What follows belongs to an exercise in optimizing a design on an open flow for small area, a short achievable clock period and few clock cycles per item; a production flow would make more cautious choices. Function was checked by simulation only, so behaviour that the tests miss may differ from the original. Power figures rest on the tool's default switching activity, not on a simulated workload.

// integer_to_radix_digits
module integer_to_radix_digits
#(
	parameter int MAX_ALPHABET = 16
) (
	input  logic                   clk,
	input  logic                   arst_n,
	input  logic                   cfg_we,
	input  logic [CFG_IDX_W-1:0]   cfg_index,
	input  logic [CFG_W-1:0]       cfg_data,
	input  logic                   in_valid,
	output logic                   in_ready,
	input  logic signed [DATA_W-1:0] value,
	output logic                   out_valid,
	input  logic                   out_ready,
	output logic [CHAR_W-1:0]      out_char,
	output logic                   last_char
);
make LEC_CHECK=0 ABC_AREA=1 CAP_MARGIN=20 CORE_MARGIN=2 CORE_UTILIZATION=50 SETUP_SLACK_MARGIN=3.6 SLEW_MARGIN=20 finish   # period 7.0 ns
run.sh (not shown) runs the stock make flow with config.mk's settings and CLKGATE_MAP_FILE= SYNTH_SCRIPT=/design/flow/synth_recipe.tcl, a recipe that flattens the netlist after the stock synthesis.
The starting point produced a clean layout.
Testbench counts at the start, summed over its fixed seeds: cycles 10,277, values 960.
==> next run, changes <==
SETUP_SLACK_MARGIN = 3.75   (was 3.6)
Sequential share of layout area goes down by 1.8 points.
Area after synthesis stays the same.
Non-clock buffer count came out higher by 101.
Total power came out higher by 8.7%.
Setup slack is better by 0.016 ns.
Synthesized cell count stays the same.
==> next run, changes <==
ABC_AREA = unset   (was 1)
CORE_UTILIZATION = 40   (was 50)
SETUP_SLACK_MARGIN = unset   (was 3.75)
The new run passed the timing, DRC and antenna checks; routed wire length drops by roughly a tenth; combinational power drops by about a fifth; cell area drops by roughly a tenth; die area climbs by about a fifth; sequential power climbs by a few percent; hold slack is worse by 0.0069 ns; worst setup slack is worse by 2.0 ns; via count drops by about a fifth.
==> next run, changes <==
SETUP_SLACK_MARGIN = 3.5   (was unset)
Cell area increases by 10%.
Worst setup slack gains 1.3 ns.
Wire length increases by 6.2%.
Non-clock buffer count increases by 214.
Sequential cell count does not change.
Via count increases by 5.4%.
Maximum frequency increases by 34%.
Cell count increases by 4.7%.
Total power increases by 12%.
==> next run, changes <==
CORE_UTILIZATION = 50   (was 40)
SETUP_SLACK_MARGIN = 3.6   (was 3.5)
- final cell count goes down by a few percent
- maximum frequency is lower by a few percent
- total power is higher by a few percent
- count of clock-buffer cells in the layout climbs by 8
- sequential power stays flat
==> next run, changes <==
ABC_AREA = 1   (was unset)
SETUP_SLACK_MARGIN = 3.9   (was 3.6)
Result: The changed run went through all stages and came out clean. Clock skew goes down by 0.013 ns. Routed wire length goes up by 7.9%. Via count goes up by 19%.

========
Starting RTL as in the previous note.
make LEC_CHECK=0 ABC_AREA=1 CAP_MARGIN=20 CORE_MARGIN=2 CORE_UTILIZATION=60 SETUP_SLACK_MARGIN=3.6 SLEW_MARGIN=20 finish   # period 7.0 ns
Testbench counts at the start, summed over its fixed seeds: cycles 10,277, values 960.
Next try:
CORE_UTILIZATION = 40   (was 60)
SETUP_SLACK_MARGIN = 3.0   (was 3.6)
After rerunning: The changed run ran to the end with no violations. Sequential power goes down by about 1%. Total power goes down by about 9%. Utilization goes down by 26 points.
Next try:
ABC_AREA = not set   (was 1)
- The changed run went through all stages and came out clean
- sequential share of layout area decreases by 0.33 points
- area after synthesis decreases by a few percent
- worst setup slack is worse by 110 ps
- first-iteration DRC count decreases by about a fifth
- total power increases by roughly a tenth
- routed wire length decreases by a few percent
- die area decreases by a few percent
- sequential power increases by a few percent
Next try:
ABC_AREA = 1   (was not set)
CORE_UTILIZATION = 50   (was 40)
SETUP_SLACK_MARGIN = 3.45   (was 3.0)
Result: The new run went through all stages and came out clean; clock-buffer cell count climbs by 5; register-to-register slack improved by 580 ps; synthesized cell count goes up by 32%; cell count grows by 18%; total power shrinks by 6.3%; sequential cell count does not change; setup slack is better by 580 ps; first-iteration DRC count grows by 30%; via count came out higher by 16%; routed wire length came out higher by 5.0%; non-clock buffer count falls by 41.
Next try:
SETUP_SLACK_MARGIN = 3.3   (was 3.45)
- The changed run went through all stages and came out clean
- design area went down slightly
- routed wire length went down slightly
- area after synthesis is unchanged
- sequential power is about the same
- die area does not change
- sequential cell count does not change
- global-route usage went down by 0.24 points
- total power went down slightly
- sequential share of layout area went up by 0.34 points
- via count hardly moves
- core utilization went down by 0.54 points

[separate check: timing with driven ports]
How much do the figures lean on ideal ports? The routed layouts below were timed once more, with nothing changed but the port constraints. Step 1 (the two cells are an assumption about what drives the block):
set clk [get_ports {clk}]
set_driving_cell -lib_cell sky130_fd_sc_hd__clkbuf_16 $clk
set_driving_cell -lib_cell sky130_fd_sc_hd__buf_2 [delete_from_list [all_inputs] $clk]
Step 2, shift: input delay + t, output delay - t, t = (earliest + latest rising clock arrival at the registers) / 2. This alone moves slack from input paths to output paths. Three values: ideal, step 1, step 2; two values: the first two.
run | t, ns | setup slack, ns | hold slack, ns | slew at the worst register clock pin (ns) | cell pins on the clock port's net
the first run of note 1 | 0.712 | 3.720 / 3.700 / 3.115 | 0.376 / 0.376 / 0.376 | 0.07 / 0.07 | 1
the second run of note 1 | 0.706 | 3.736 / 3.736 / 3.189 | 0.351 / 0.351 / 0.351 | 0.07 / 0.07 | 1
the third run of note 1 | 0.708 | 1.724 / 1.724 / 1.724 | 0.344 / 0.344 / 0.344 | 0.06 / 0.06 | 1
the fourth run of note 1 | 0.725 | 3.049 / 3.049 / 2.900 | 0.382 / 0.382 / 0.382 | 0.07 / 0.07 | 1
the fifth run of note 1 | 0.708 | 2.904 / 2.904 / 2.904 | 0.374 / 0.374 / 0.374 | 0.07 / 0.07 | 1
the sixth run of note 1 | 0.704 | 3.606 / 3.606 / 3.381 | 0.349 / 0.349 / 0.349 | 0.06 / 0.06 | 1
the first run of note 2 | 0.695 | 3.616 / 3.616 / 3.086 | 0.356 / 0.356 / 0.356 | 0.07 / 0.07 | 1
the second run of note 2 | 0.688 | 3.114 / 3.109 / 2.795 | 0.348 / 0.348 / 0.348 | 0.07 / 0.07 | 1
the third run of note 2 | 0.682 | 3.002 / 3.002 / 2.580 | 0.411 / 0.411 / 0.411 | 0.07 / 0.07 | 1
the fourth run of note 2 | 0.708 | 3.580 / 3.580 / 2.982 | 0.357 / 0.357 / 0.357 | 0.07 / 0.07 | 1
the fifth run of note 2 | 0.708 | 3.411 / 3.345 / 2.892 | 0.357 / 0.357 / 0.357 | 0.07 / 0.07 | 1
After both steps every run listed still meets setup and hold. The setup slack of the first run of note 1, which loses most, moves by -0.020 ns with the drivers and by -0.605 ns with both steps.
